Source: an optimization exercise on an open RTL-to-GDS flow (aim: small area, a short achievable clock period and few clock cycles). Production flows keep margins and buffers that such runs may drop. Where RTL was checked, it was by simulation tests only, not by an equivalence proof against the original.

==> flow/design.v <==
package softmax_pkg;
  localparam int LANE_WIDTH = 16;
  localparam int LANES = 4;
  localparam int ADDR_WIDTH = 3;
  localparam int DEPTH = 2 ** ADDR_WIDTH;
  localparam int MAX_ROWS = DEPTH - 1;
  localparam int DIFF_WIDTH = LANE_WIDTH + 1;
  localparam int SUM_WIDTH = DIFF_WIDTH + 5;
  typedef logic signed [LANE_WIDTH-1:0] lane_t;
  typedef logic [LANES*LANE_WIDTH-1:0] row_t;
  typedef logic signed [DIFF_WIDTH-1:0] diff_t;
  typedef logic [LANES*DIFF_WIDTH-1:0] diff_row_t;
  typedef logic [ADDR_WIDTH-1:0] addr_t;
  typedef logic signed [SUM_WIDTH-1:0] sum_t;
  localparam lane_t LANE_MIN = {1'b1, {(LANE_WIDTH-1){1'b0}}};
endpackage
`timescale 1ns/10ps
module row_buffer (
  input  logic               clk,
  input  logic               take,
  input  logic [softmax_pkg::MAX_ROWS-1:0] row_idx,
  input  softmax_pkg::row_t  wb_rdata,
  input  logic               advance,
  input  logic [softmax_pkg::MAX_ROWS-2:0] rd_slot,
  output softmax_pkg::row_t  head
);
  localparam int RBITS = softmax_pkg::LANES * softmax_pkg::LANE_WIDTH;
  softmax_pkg::row_t mem [0:softmax_pkg::MAX_ROWS-2];
  softmax_pkg::row_t rd_data;
  always_ff @(posedge clk) begin
    for (int k = 0; k < softmax_pkg::MAX_ROWS-1; k++)
      if (take && row_idx[k+1]) mem[k] <= wb_rdata;
  end
  always_comb begin
    rd_data = '0;
    for (int k = 0; k < softmax_pkg::MAX_ROWS-1; k++)
      rd_data = rd_data | (mem[k] & {RBITS{rd_slot[k]}});
  end
  always_ff @(posedge clk) begin
    if (advance) begin
      head <= rd_data;
    end else if (take && row_idx[0]) begin
      head <= wb_rdata;
    end
  end
endmodule
`timescale 1ns/10ps
module row_fetch (
  input  logic               clk,
  input  logic               reset,
  input  logic               accept,
  input  softmax_pkg::addr_t start_addr,
  input  softmax_pkg::addr_t end_addr,
  input  logic               wb_ack,
  output logic               wb_cyc,
  output logic               wb_stb,
  output softmax_pkg::addr_t wb_adr,
  output logic               take,
  output logic               take_last,
  output logic [softmax_pkg::MAX_ROWS-1:0] row_idx
);
  softmax_pkg::addr_t end_r;
  softmax_pkg::addr_t next_adr;
  assign next_adr  = wb_adr + 1'b1;
  assign take      = wb_stb && wb_ack;
  assign take_last = take && (next_adr == end_r);
  assign wb_cyc    = wb_stb;
  always_ff @(posedge clk) begin
    if (reset) begin
      wb_stb <= 1'b0;
    end else if (accept) begin
      wb_stb <= (start_addr != end_addr);
    end else if (take_last) begin
      wb_stb <= 1'b0;
    end
  end
  always_ff @(posedge clk) begin
    if (accept) begin
      wb_adr  <= start_addr;
      end_r   <= end_addr;
      row_idx <= {{(softmax_pkg::MAX_ROWS-1){1'b0}}, 1'b1};
    end else if (take) begin
      wb_adr  <= next_adr;
      row_idx <= {row_idx[softmax_pkg::MAX_ROWS-2:0], 1'b0};
    end
  end
endmodule
`timescale 1ns/10ps
module lane_ge (
  input  softmax_pkg::lane_t a,
  input  softmax_pkg::lane_t b,
  output logic               ge
);
  localparam int W = softmax_pkg::LANE_WIDTH;
  localparam int L = $clog2(W + 1);
  logic [W-1:0] ua;
  logic [W-1:0] nb;
  logic [W:0] g [0:L];
  logic [W:0] p [0:L];
  assign ua = {~a[W-1], a[W-2:0]};
  assign nb = ~{~b[W-1], b[W-2:0]};
  assign g[0] = {ua & nb, 1'b1};
  assign p[0] = {ua ^ nb, 1'b0};
  for (genvar l = 0; l < L; l++) begin : g_lvl
    for (genvar i = 0; i <= W; i++) begin : g_bit
      if (((i >> l) & 1) == 1) begin : g_merge
        localparam int J = ((i >> l) << l) - 1;
        assign g[l+1][i] = g[l][i] | (p[l][i] & g[l][J]);
        assign p[l+1][i] = p[l][i] & p[l][J];
      end else begin : g_pass
        assign g[l+1][i] = g[l][i];
        assign p[l+1][i] = p[l][i];
      end
    end
  end
  assign ge = g[L][W];
endmodule
module max_tree (
  input  logic               clk,
  input  logic               reset,
  input  logic               clear_max,
  input  logic               row_valid,
  input  softmax_pkg::row_t  row_data,
  output softmax_pkg::lane_t max_value
);
  localparam int C = softmax_pkg::LANES + 1;
  softmax_pkg::lane_t cand [0:C-1];
  logic [C*C-1:0] ge;
  logic [C-1:0] win;
  softmax_pkg::lane_t best;
  assign cand[0] = max_value;
  for (genvar i = 0; i < softmax_pkg::LANES; i++) begin : g_lane
    assign cand[i+1] = row_data[i*softmax_pkg::LANE_WIDTH +: softmax_pkg::LANE_WIDTH];
  end
  for (genvar i = 0; i < C; i++) begin : g_i
    for (genvar j = 0; j < C; j++) begin : g_j
      if (j > i) begin : g_cmp
        lane_ge u_ge (.a(cand[i]), .b(cand[j]), .ge(ge[i*C+j]));
      end else begin : g_none
        assign ge[i*C+j] = 1'b0;
      end
    end
  end
  always_comb begin
    for (int i = 0; i < C; i++) begin
      win[i] = 1'b1;
      for (int j = 0; j < C; j++) begin
        if (j > i) win[i] = win[i] & ge[i*C+j];
        if (j < i) win[i] = win[i] & !ge[j*C+i];
      end
    end
    best = '0;
    for (int i = 0; i < C; i++)
      best = best | (cand[i] & {softmax_pkg::LANE_WIDTH{win[i]}});
  end
  always_ff @(posedge clk) begin
    if (reset || clear_max) begin
      max_value <= softmax_pkg::LANE_MIN;
    end else if (row_valid) begin
      max_value <= best;
    end
  end
endmodule
`timescale 1ns/10ps
module max_subtract (
  input  logic                   clk,
  input  softmax_pkg::lane_t     max_value,
  input  softmax_pkg::row_t      rd_data,
  output softmax_pkg::diff_row_t out_row
);
  localparam int LW = softmax_pkg::LANE_WIDTH;
  localparam int DW = softmax_pkg::DIFF_WIDTH;
  softmax_pkg::diff_row_t diff_next;
  for (genvar i = 0; i < softmax_pkg::LANES; i++) begin : g_lane
    assign diff_next[i*DW +: DW] =
      {rd_data[i*LW + LW-1], rd_data[i*LW +: LW]} - {max_value[LW-1], max_value};
  end
  always_ff @(posedge clk) begin
    out_row <= diff_next;
  end
endmodule
`timescale 1ns/10ps
module sum_tree (
  input  logic               clk,
  input  logic               reset,
  input  logic               clear_sum,
  input  logic               row_valid,
  input  softmax_pkg::row_t  row_data,
  input  logic               load_m0,
  input  logic               load_m1,
  input  logic               direct_m,
  input  softmax_pkg::lane_t max_value,
  output softmax_pkg::sum_t  sum
);
  localparam int W  = softmax_pkg::SUM_WIDTH;
  localparam int LW = softmax_pkg::LANE_WIDTH;
  localparam int PW = LW + 3;
  logic [PW-1:0] pair0, pair1;
  logic [PW-1:0] pair0_next, pair1_next;
  logic [PW-1:0] nmax4;
  logic          pc0, pc1;
  logic [W-1:0]  op_a, op_b, op_c;
  logic [W-1:0]  sum_next;
  assign nmax4 = ~{max_value[LW-1], max_value[LW-1], max_value[LW-1:0], 2'b00};
  assign pair0_next = {{3{row_data[LW-1]}}, row_data[0 +: LW]} +
                      {{3{row_data[2*LW-1]}}, row_data[LW +: LW]};
  assign pair1_next = {{3{row_data[3*LW-1]}}, row_data[2*LW +: LW]} +
                      {{3{row_data[4*LW-1]}}, row_data[3*LW +: LW]};
  always_ff @(posedge clk) begin
    if (reset) begin
      pair0 <= '0;
      pair1 <= '0;
      pc0   <= 1'b0;
      pc1   <= 1'b0;
    end else begin
      pc0 <= !row_valid && load_m0;
      pc1 <= !row_valid && load_m1;
      if (row_valid) begin
        pair0 <= pair0_next;
        pair1 <= pair1_next;
      end else begin
        pair0 <= load_m0 ? nmax4 : '0;
        pair1 <= load_m1 ? nmax4 : '0;
      end
    end
  end
  assign op_a = direct_m ? {{(W-PW){nmax4[PW-1]}}, nmax4} : sum;
  assign op_b = {{(W-PW){pair0[PW-1]}}, pair0};
  assign op_c = {{(W-PW){pair1[PW-1]}}, pair1};
  assign sum_next = op_a + op_b + op_c + (pc0 | direct_m) + pc1;
  always_ff @(posedge clk) begin
    if (reset || clear_sum) begin
      sum <= '0;
    end else begin
      sum <= sum_next;
    end
  end
endmodule
`timescale 1ns/10ps
module softmax_ctrl (
  input  logic               clk,
  input  logic               reset,
  input  logic               start,
  input  softmax_pkg::addr_t start_addr,
  input  softmax_pkg::addr_t end_addr,
  input  logic               take_last,
  output logic               accept,
  output logic               advance,
  output logic [softmax_pkg::MAX_ROWS-2:0] rd_slot,
  output logic               load_m0,
  output logic               load_m1,
  output logic               direct_m,
  output logic               out_valid,
  output logic               busy,
  output logic               done
);
  localparam int R = softmax_pkg::MAX_ROWS;
  softmax_pkg::addr_t len;
  softmax_pkg::addr_t len_r;
  softmax_pkg::addr_t rows_left;
  softmax_pkg::addr_t m_left;
  assign accept  = start && !busy;
  assign len     = end_addr - start_addr;
  assign load_m0 = (m_left != '0);
  assign load_m1 = (m_left[softmax_pkg::ADDR_WIDTH-1:1] != '0);
  always_ff @(posedge clk) begin
    if (reset) begin
      busy      <= 1'b0;
      done      <= 1'b0;
      advance   <= 1'b0;
      out_valid <= 1'b0;
      direct_m  <= 1'b0;
      m_left    <= '0;
    end else begin
      done      <= 1'b0;
      direct_m  <= 1'b0;
      out_valid <= advance;
      if (accept) begin
        if (start_addr == end_addr) begin
          done <= 1'b1;
        end else begin
          busy <= 1'b1;
        end
      end
      if (take_last) begin
        advance  <= 1'b1;
        direct_m <= (len_r == 3'd1);
        m_left   <= (len_r == 3'd1) ? '0 : len_r;
      end else begin
        if (advance && rows_left == '0) begin
          advance <= 1'b0;
          busy    <= 1'b0;
          done    <= 1'b1;
        end
        m_left <= load_m1 ? m_left - 2'd2 : '0;
      end
    end
  end
  always_ff @(posedge clk) begin
    if (accept) begin
      len_r <= len;
    end
    if (take_last) begin
      rows_left <= len_r - 1'b1;
      rd_slot   <= {{(R-2){1'b0}}, 1'b1};
    end else if (advance) begin
      rows_left <= rows_left - 1'b1;
      rd_slot   <= {rd_slot[R-3:0], 1'b0};
    end
  end
endmodule
`timescale 1ns/10ps
module softmax_top (
  input  logic                   clk,
  input  logic                   reset,
  input  logic                   start,
  input  softmax_pkg::addr_t     start_addr,
  input  softmax_pkg::addr_t     end_addr,
  output logic                   wb_cyc,
  output logic                   wb_stb,
  output softmax_pkg::addr_t     wb_adr,
  input  softmax_pkg::row_t      wb_rdata,
  input  logic                   wb_ack,
  output logic                   out_valid,
  output softmax_pkg::diff_row_t out_row,
  output softmax_pkg::sum_t      sum,
  output logic                   busy,
  output logic                   done
);
  logic  accept;
  logic  take;
  logic  take_last;
  logic [softmax_pkg::MAX_ROWS-1:0] row_idx;
  logic  advance;
  logic [softmax_pkg::MAX_ROWS-2:0] rd_slot;
  logic  load_m0;
  logic  load_m1;
  logic  direct_m;
  softmax_pkg::row_t  head;
  softmax_pkg::lane_t max_value;
  softmax_ctrl u_ctrl (
    .clk        (clk),
    .reset      (reset),
    .start      (start),
    .start_addr (start_addr),
    .end_addr   (end_addr),
    .take_last  (take_last),
    .accept     (accept),
    .advance    (advance),
    .rd_slot    (rd_slot),
    .load_m0    (load_m0),
    .load_m1    (load_m1),
    .direct_m   (direct_m),
    .out_valid  (out_valid),
    .busy       (busy),
    .done       (done)
  );
  row_fetch u_fetch (
    .clk        (clk),
    .reset      (reset),
    .accept     (accept),
    .start_addr (start_addr),
    .end_addr   (end_addr),
    .wb_ack     (wb_ack),
    .wb_cyc     (wb_cyc),
    .wb_stb     (wb_stb),
    .wb_adr     (wb_adr),
    .take       (take),
    .take_last  (take_last),
    .row_idx    (row_idx)
  );
  row_buffer u_buffer (
    .clk      (clk),
    .take     (take),
    .row_idx  (row_idx),
    .wb_rdata (wb_rdata),
    .advance  (advance),
    .rd_slot  (rd_slot),
    .head     (head)
  );
  max_tree u_max (
    .clk       (clk),
    .reset     (reset),
    .clear_max (done),
    .row_valid (take),
    .row_data  (wb_rdata),
    .max_value (max_value)
  );
  max_subtract u_sub (
    .clk       (clk),
    .max_value (max_value),
    .rd_data   (head),
    .out_row   (out_row)
  );
  sum_tree u_sum (
    .clk       (clk),
    .reset     (reset),
    .clear_sum (accept),
    .row_valid (take),
    .row_data  (wb_rdata),
    .load_m0   (load_m0),
    .load_m1   (load_m1),
    .direct_m  (direct_m),
    .max_value (max_value),
    .sum       (sum)
  );
endmodule
Settings: LEC_CHECK=0, ABC_AREA=1, CAP_MARGIN=20, CORE_MARGIN=2, CORE_UTILIZATION=40, SETUP_SLACK_MARGIN=3.0, SLEW_MARGIN=20; clock period 5.5 ns.
run.sh (not shown) runs the stock make flow with config.mk's settings and CLKGATE_MAP_FILE= SYNTH_SCRIPT=/design/flow/synth_recipe.tcl, a recipe that flattens the netlist after the stock synthesis.
The baseline finished clean.
Change:
--- a/flow/design.v
+++ b/flow/design.v
@@ -201,4 +201,5 @@
   logic          pc0, pc1;
   logic [W-1:0]  op_a, op_b, op_c;
+  logic [W-1:0]  t_s, t_c;
   logic [W-1:0]  sum_next;
   assign nmax4 = ~{max_value[LW-1], max_value[LW-1], max_value[LW-1:0], 2'b00};
@@ -228,5 +229,7 @@
   assign op_b = {{(W-PW){pair0[PW-1]}}, pair0};
   assign op_c = {{(W-PW){pair1[PW-1]}}, pair1};
-  assign sum_next = op_a + op_b + op_c + (pc0 | direct_m) + pc1;
+  assign t_s  = op_a ^ op_b ^ op_c;
+  assign t_c  = {((op_a & op_b) | (op_a & op_c) | (op_b & op_c)), pc0 | direct_m};
+  pfx_add #(.W(W)) u_acc (.a(t_s), .b(t_c), .cin(pc1), .s(sum_next));
   always_ff @(posedge clk) begin
     if (reset || clear_sum) begin
With this change the flow stopped in 1_1_yosys_canonicalize.
No functional check of the RTL was part of any run of this note.

== 04-16 ==
Starts from the design.v that is shown in full above.
export LEC_CHECK = 0
export CAP_MARGIN = 20
export CORE_MARGIN = 2
export CORE_UTILIZATION = 40
export SETUP_SLACK_MARGIN = 3.0
export SLEW_MARGIN = 20
create_clock -name core_clock -period 5.5 [get_ports {clk}]
The following lists how 12-13 was set up differently from 04-16:
-- flow/design.v --
<<< 04-16, line 201
  logic          pc0, pc1;
  logic [W-1:0]  op_a, op_b, op_c;
  logic [W-1:0]  sum_next;
  assign nmax4 = ~{max_value[LW-1], max_value[LW-1], max_value[LW-1:0], 2'b00};
>>> 12-13, line 201
  logic          pc0, pc1;
  logic [W-1:0]  op_a, op_b, op_c;
  logic [W-1:0]  t_s, t_c;
  logic [W-1:0]  sum_next;
  assign nmax4 = ~{max_value[LW-1], max_value[LW-1], max_value[LW-1:0], 2'b00};
<<< 04-16, line 228
  assign op_b = {{(W-PW){pair0[PW-1]}}, pair0};
  assign op_c = {{(W-PW){pair1[PW-1]}}, pair1};
  assign sum_next = op_a + op_b + op_c + (pc0 | direct_m) + pc1;
  always_ff @(posedge clk) begin
    if (reset || clear_sum) begin
>>> 12-13, line 229
  assign op_b = {{(W-PW){pair0[PW-1]}}, pair0};
  assign op_c = {{(W-PW){pair1[PW-1]}}, pair1};
  assign t_s  = op_a ^ op_b ^ op_c;
  assign t_c  = {((op_a & op_b) | (op_a & op_c) | (op_b & op_c)), pc0 | direct_m};
  pfx_add #(.W(W)) u_acc (.a(t_s), .b(t_c), .cin(pc1), .s(sum_next));
  always_ff @(posedge clk) begin
    if (reset || clear_sum) begin
12-13 did not make it past 1_1_yosys_canonicalize, where a tool error ended it.
No functional check of the RTL was part of any run of this note.

Setup of tundra:
softmax_top, a different RTL version from the one above (not shown whole).
For scale: about 170 I/O pins.
==> module softmax_ctrl, before the edit <==
module softmax_ctrl (
  input  logic               clk,
  input  logic               reset,
  input  logic               start,
  input  softmax_pkg::addr_t start_addr,
  input  softmax_pkg::addr_t end_addr,
  input  logic               take_last,
  output logic               accept,
  output logic               advance,
  output logic [softmax_pkg::LANES-1:0] advance_c,
  output logic [softmax_pkg::LANES*(softmax_pkg::MAX_ROWS-1)-1:0] rd_slot,
  output logic               load_m0,
  output logic               load_m1,
  output logic               out_valid,
  output logic               busy,
  output logic               done
);
  localparam int R = softmax_pkg::MAX_ROWS;
  softmax_pkg::addr_t len;
  softmax_pkg::addr_t len_r;
  softmax_pkg::addr_t rows_left;
  softmax_pkg::addr_t m_left;
  logic one_row;
  logic late_done;
  assign accept  = start && !busy;
  assign len     = end_addr - start_addr;
  assign load_m0 = (m_left != '0);
  assign load_m1 = (m_left[softmax_pkg::ADDR_WIDTH-1:1] != '0);
  always_ff @(posedge clk) begin
    if (reset) begin
      busy      <= 1'b0;
      done      <= 1'b0;
      advance   <= 1'b0;
      advance_c <= '0;
      out_valid <= 1'b0;
      m_left    <= '0;
      late_done <= 1'b0;
    end else begin
      done      <= 1'b0;
      late_done <= 1'b0;
      out_valid <= advance;
      if (late_done) begin
        busy <= 1'b0;
        done <= 1'b1;
      end
      if (accept) begin
        if (start_addr == end_addr) begin
          done <= 1'b1;
        end else begin
          busy <= 1'b1;
        end
      end
      if (take_last) begin
        advance   <= 1'b1;
        advance_c <= '1;
        m_left    <= len_r;
      end else begin
        if (advance && rows_left == '0) begin
          advance   <= 1'b0;
          advance_c <= '0;
          if (one_row) begin
            late_done <= 1'b1;
          end else begin
            busy <= 1'b0;
            done <= 1'b1;
          end
        end
        m_left <= load_m1 ? m_left - 2'd2 : '0;
      end
    end
  end
  always_ff @(posedge clk) begin
    if (accept) begin
      len_r   <= len;
      one_row <= (len == 3'd1);
    end
    if (take_last) begin
      rows_left <= len_r - 1'b1;
      rd_slot   <= {softmax_pkg::LANES{{(R-2){1'b0}}, 1'b1}};
    end else if (advance) begin
      rows_left <= rows_left - 1'b1;
      for (int i = 0; i < softmax_pkg::LANES; i++)
        rd_slot[i*(R-1) +: R-1] <= {rd_slot[i*(R-1) +: R-2], 1'b0};
    end
  end
endmodule
Settings: LEC_CHECK=0, ABC_AREA=1, CAP_MARGIN=20, CORE_MARGIN=2, CORE_UTILIZATION=55, CTS_BUF_LIST=sky130_fd_sc_hd__clkbuf_8, SETUP_SLACK_MARGIN=3.0, SLEW_MARGIN=20; clock period 5.5 ns.
standard.sh (not shown) runs the stock make flow with config.mk's settings and CLKGATE_MAP_FILE= SYNTH_SCRIPT=/design/flow/synth_recipe.tcl, a recipe that flattens the netlist after the stock synthesis.
==> flow/flow/run.sh <==
#!/bin/bash
# The standard layout, with two changes to how it is made:
#  - ports are buffered with plain buffers (sky130_fd_sc_hd__buf_4) instead of
#    the delay cells buffer_ports picks by default;
#  - the resizer may change a cell's footprint when it sizes it.
# Synthesis is the standard one (standard.sh runs it unchanged).
set -euo pipefail
cd "$(dirname "$0")/.."
bash standard.sh \
  MATCH_CELL_FOOTPRINT=0 \
  "BUFFER_PORTS_ARGS=-buffer_cell sky130_fd_sc_hd__buf_4" \
  finish > flow_make.log 2>&1
Testbench counts of tundra, summed over its fixed seeds: cycles 20,322.
--- input diff tundra..harbor ---
diff --git a/flow/design.v b/flow/design.v
--- a/flow/design.v
+++ b/flow/design.v
@@ -318,4 +318,5 @@
   logic one_row;
   logic late_done;
+  logic [R-2:0] slot_a, slot_b, slot_an, slot_bn;
   assign accept  = start && !busy;
   assign len     = end_addr - start_addr;
@@ -372,11 +373,24 @@
     if (take_last) begin
       rows_left <= len_r - 1'b1;
-      rd_slot   <= {softmax_pkg::LANES{{(R-2){1'b0}}, 1'b1}};
     end else if (advance) begin
       rows_left <= rows_left - 1'b1;
-      for (int i = 0; i < softmax_pkg::LANES; i++)
-        rd_slot[i*(R-1) +: R-1] <= {rd_slot[i*(R-1) +: R-2], 1'b0};
     end
   end
+  always_ff @(posedge clk) begin
+    if (take_last) begin
+      slot_a  <= {{(R-2){1'b0}}, 1'b1};
+      slot_b  <= {{(R-2){1'b0}}, 1'b1};
+      slot_an <= ~{{(R-2){1'b0}}, 1'b1};
+      slot_bn <= ~{{(R-2){1'b0}}, 1'b1};
+    end else begin
+      slot_b  <= {slot_b[R-3:0], 1'b0};
+      slot_bn <= {slot_bn[R-3:0], 1'b1};
+      if (advance) begin
+        slot_a  <= {slot_a[R-3:0], 1'b0};
+        slot_an <= {slot_an[R-3:0], 1'b1};
+      end
+    end
+  end
+  assign rd_slot = {~slot_bn, ~slot_an, slot_b, slot_a};
 endmodule
 `timescale 1ns/10ps
## What came out
harbor went all the way through the flow, and no timing, DRC or antenna check failed.
harbor reports a higher wire length of the first global-routing pass than tundra does.
Relative to tundra, harbor degrades total power.
Compared with tundra, in harbor aggregate routed wire length moved up; global routing usage summed across all routing layers moved up; maximum buffer depth of the clock tree level.
Changes observed in harbor relative to tundra: share of final layout cell area taken by clock buffers and inverters increased 0.21 points; area enclosed by the die boundary increased 690 sq um.
Required time of the worst setup path for harbor: 0.26 ns up relative to tundra
For harbor, only the layout was checked, not whether the RTL still works.

afterwards: timing with drivers on the ports:
How much do the figures lean on ideal ports? The routed layouts below were timed once more, with nothing changed but the port constraints. Step 1 assumes that a clkbuf_16 drives the clock port and a buf_2 every other input. Step 2 moves the port delays by t, midway between the first and last clock arrival at a register: inputs arrive t later, outputs are due t later. That takes back most of the time a late clock gives input paths. Three values: no drivers, after step 1, after step 2; two values: the first two.
| run | shift t [ns] | setup WS [ns] | worst setup path at the end | latest minus earliest clock arrival (ns) | worst register clock-pin slew, ns |
|---|---|---|---|---|---|
| the first run of note 1 | 0.694 | 2.515 / 2.515 / 2.051 | input to register | 0.039 / 0.039 | 0.06 / 0.06 |
| 04-16 | 0.686 | 1.943 / 1.943 / 1.507 | input to register | 0.024 / 0.024 | 0.07 / 0.07 |
| tundra | 0.769 | 2.867 / 2.867 / 2.152 | input to register | 0.042 / 0.042 | 0.07 / 0.07 |
| harbor | 0.796 | 2.760 / 2.760 / 2.094 | input to register | 0.036 / 0.036 | 0.07 / 0.07 |
After both steps setup and hold are still met in every run listed. The setup slack of tundra, which loses most, moves by 0.000 ns with the drivers and by -0.715 ns with both steps.
